From an optimization exercise on the open Yosys and OpenROAD flow, aimed at small area, a short achievable clock period and few clock cycles per item; shortcuts taken in it are not production practice.
In this exercise RTL edits were held to simulation tests only and were not proved equivalent to the original.
No activity file was given, so power comes from the tool's default toggle rates.

// key_value_table
module key_value_table
(
    input  logic        i_clk,
    input  logic        i_rst_n,
    input  logic        i_s_axis_tvalid,
    output logic        o_s_axis_tready,
    input  logic [63:0] i_s_axis_tdata,    
    input  logic [1:0]  i_s_axis_tuser,    
    output logic        o_m_axis_tvalid,
    input  logic        i_m_axis_tready,
    output logic [31:0] o_m_axis_tdata,    
    output logic [1:0]  o_m_axis_tuser     
);
For scale: roughly 3,500 cells after synthesis, about 1,200 flip-flops.
Settings: LEC_CHECK=0, ABC_AREA=1, CAP_MARGIN=20, CORE_MARGIN=2, CORE_UTILIZATION=40, CTS_CLUSTER_DIAMETER=100, CTS_CLUSTER_SIZE=25, SETUP_SLACK_MARGIN=2.0, SLEW_MARGIN=20, TNS_END_PERCENT=5; clock period 4.0 ns.
standard.sh (not shown) runs the stock make flow with config.mk's settings and CLKGATE_MAP_FILE= SYNTH_SCRIPT=/design/flow/synth_recipe.tcl, a recipe that flattens the netlist after the stock synthesis.
==> flow/flow/run.sh <==
#!/bin/bash
# The standard layout (standard.sh: the ORFS flow and its standard
# synthesis, unchanged) with one difference: the port buffers that ORFS adds
# before global placement are sky130_fd_sc_hd__buf_2 instead of the default
# delay cell, so every input and output still has its own buffer.
set -euo pipefail
export BUFFER_PORTS_ARGS="-buffer_cell sky130_fd_sc_hd__buf_2"
bash standard.sh > standard_flow.log 2>&1
Testbench counts at the start, summed over its fixed seeds: cycles 9,616, items 9,600.
Rerun with:
ABC_AREA = unset   (was 1)
CTS_CLUSTER_DIAMETER = 80   (was 100)
CTS_CLUSTER_SIZE = 20   (was 25)
Result: The changed run finished with timing, DRC and antenna clean; register-to-register slack degrades by 60 ps; cell area goes down by 2.6%; hold slack improves by 44 ps; first-iteration DRC count falls by 21%.
Rerun with:
CTS_CLUSTER_DIAMETER = 100   (was 80)
CTS_CLUSTER_SIZE = 25   (was 20)
TNS_END_PERCENT = 20   (was 5)
Result: Global-route usage decreases by 0.48 points. Synthesized cell count does not change. Worst hold slack got worse by 46 ps. Clock-buffer cell count decreases by 19. Combinational power decreases by a few percent.
Rerun with:
TNS_END_PERCENT = 5   (was 20)
Outcome:
- combinational power barely changes
- final area fell by 1.0%
- wire length rose by 0.73%
- register-to-register slack gains 90 ps
- area after synthesis is unchanged

========
## MS
key_value_table again, from the RTL that the note above started with.
clock: 4.0 ns
lec_check: 0
cap_margin: 20
core_margin: 2
core_utilization: 40
cts_cluster_diameter: 100
cts_cluster_size: 25
setup_slack_margin: 2.3
slew_margin: 20
tns_end_percent: 5
Scripts as last shown in full above: flow/flow/run.sh
Per the final summary, MS finished and its layout is clean on timing, DRC and antenna.
Testbench counts of MS, summed over its fixed seeds: cycles 9,616, items 9,600.
#### Input delta (JK over MS)
- swapping 2.3 for 2.0 in SETUP_SLACK_MARGIN
diff --git a/flow/flow/run.sh b/flow/flow/run.sh
--- a/flow/flow/run.sh
+++ b/flow/flow/run.sh
@@ -4 +4 @@
-# before global placement are sky130_fd_sc_hd__buf_2 instead of the default
+# before global placement are sky130_fd_sc_hd__buf_4 instead of the default
@@ -7 +7 @@
-export BUFFER_PORTS_ARGS="-buffer_cell sky130_fd_sc_hd__buf_2"
+export BUFFER_PORTS_ARGS="-buffer_cell sky130_fd_sc_hd__buf_4"
[summary]
Having completed the whole flow, JK delivered a layout that passed the timing, DRC and antenna checks.
Leakage power of the design, JK vs MS: down by a few percent
Of JK and MS, JK shows the higher part of the cycle the worst path needs, with MS below it.
Proportion of cell area occupied by registers: lower on MS
Compared with MS, JK shows a non-clock buffer count in the final layout that is 73 lower.

========
run 1:
Another version of the RTL of key_value_table (not shown whole).
Size: about 1200 flip-flops, ~110 I/O pins.
Settings: LEC_CHECK=0, CAP_MARGIN=20, CORE_MARGIN=2, CORE_UTILIZATION=40, CTS_BUF_LIST=sky130_fd_sc_hd__clkbuf_4 sky130_fd_sc_hd__clkbuf_8, SETUP_SLACK_MARGIN=2.0, SLEW_MARGIN=20; clock period 4.0 ns.
run.sh (not shown) runs the stock make flow with config.mk's settings and CLKGATE_MAP_FILE= SYNTH_SCRIPT=/design/flow/synth_recipe.tcl, a recipe that flattens the netlist after the stock synthesis.
Stock flow here: none of the scripts above is used.
Testbench counts of run 1, summed over its fixed seeds: cycles 9,616, items 9,600.
Input changes introduced in run 2 (baseline for comparison: run 1):
- CTS_BUF_LIST removed (was sky130_fd_sc_hd__clkbuf_4 sky130_fd_sc_hd__clkbuf_8)
### Flow results
Run 2 vs run 1 on total routing resource utilization after global routing: run 2 is the lower one.
Run 1 → run 2: timing-limited maximum frequency shows an increase of about 5%, number of global-route vias before repair shows a reduction of about 3.4%.
Compared with run 1, run 2 shows number of cells upsized or downsized after cts higher by 48.
Post-route fraction of the period consumed by the critical path for run 2: 3.2 points down relative to run 1
Compared with run 1, total clock buffers created by CTS in run 2 decreased by more than a quarter.
The higher combinational fraction of design power of run 2 and run 1 is in run 2.
Maximum VDD drop ended up about 37% higher on run 2 than on run 1.
Diff run 1 -> run 2: via count saw a decrease; data arrival time of the critical path saw an increase.

port drivers added, routing unchanged:
How much do the figures lean on ideal ports? The routed layouts below were timed once more, with nothing changed but the port constraints. Step 1 sets driving cells, clkbuf_16 on the clock port and buf_2 on the other inputs (assumed; they add their load-dependent delay and slew). Step 2 also shifts input and output timing later by t, the mid clock arrival at the registers, as if the neighbouring blocks saw the same clock. Three values: ideal ports, drivers, drivers and shift; two values: the first two.
run | shift t [ns] | setup slack, ns | worst setup path after step 2
the first run of note 1 | 0.762 | 1.787 / 1.714 / 1.051 | input to register
the second run of note 1 | 0.722 | 1.758 / 1.766 / 1.081 | input to register
the third run of note 1 | 0.762 | 1.703 / 1.703 / 1.104 | input to register
the fourth run of note 1 | 0.762 | 1.797 / 1.769 / 1.091 | input to register
MS | 0.753 | 1.775 / 1.727 / 1.057 | input to register
JK | 0.744 | 1.727 / 1.727 / 1.098 | input to register
run 1 | 0.945 | 1.389 / 1.319 / 0.635 | input to register
run 2 | 0.794 | 1.519 / 1.543 / 0.767 | input to register
After both steps setup and hold are still met in every run listed. For run 1, which loses most, drivers alone change the setup slack by -0.070 ns; drivers and shift together by -0.754 ns.
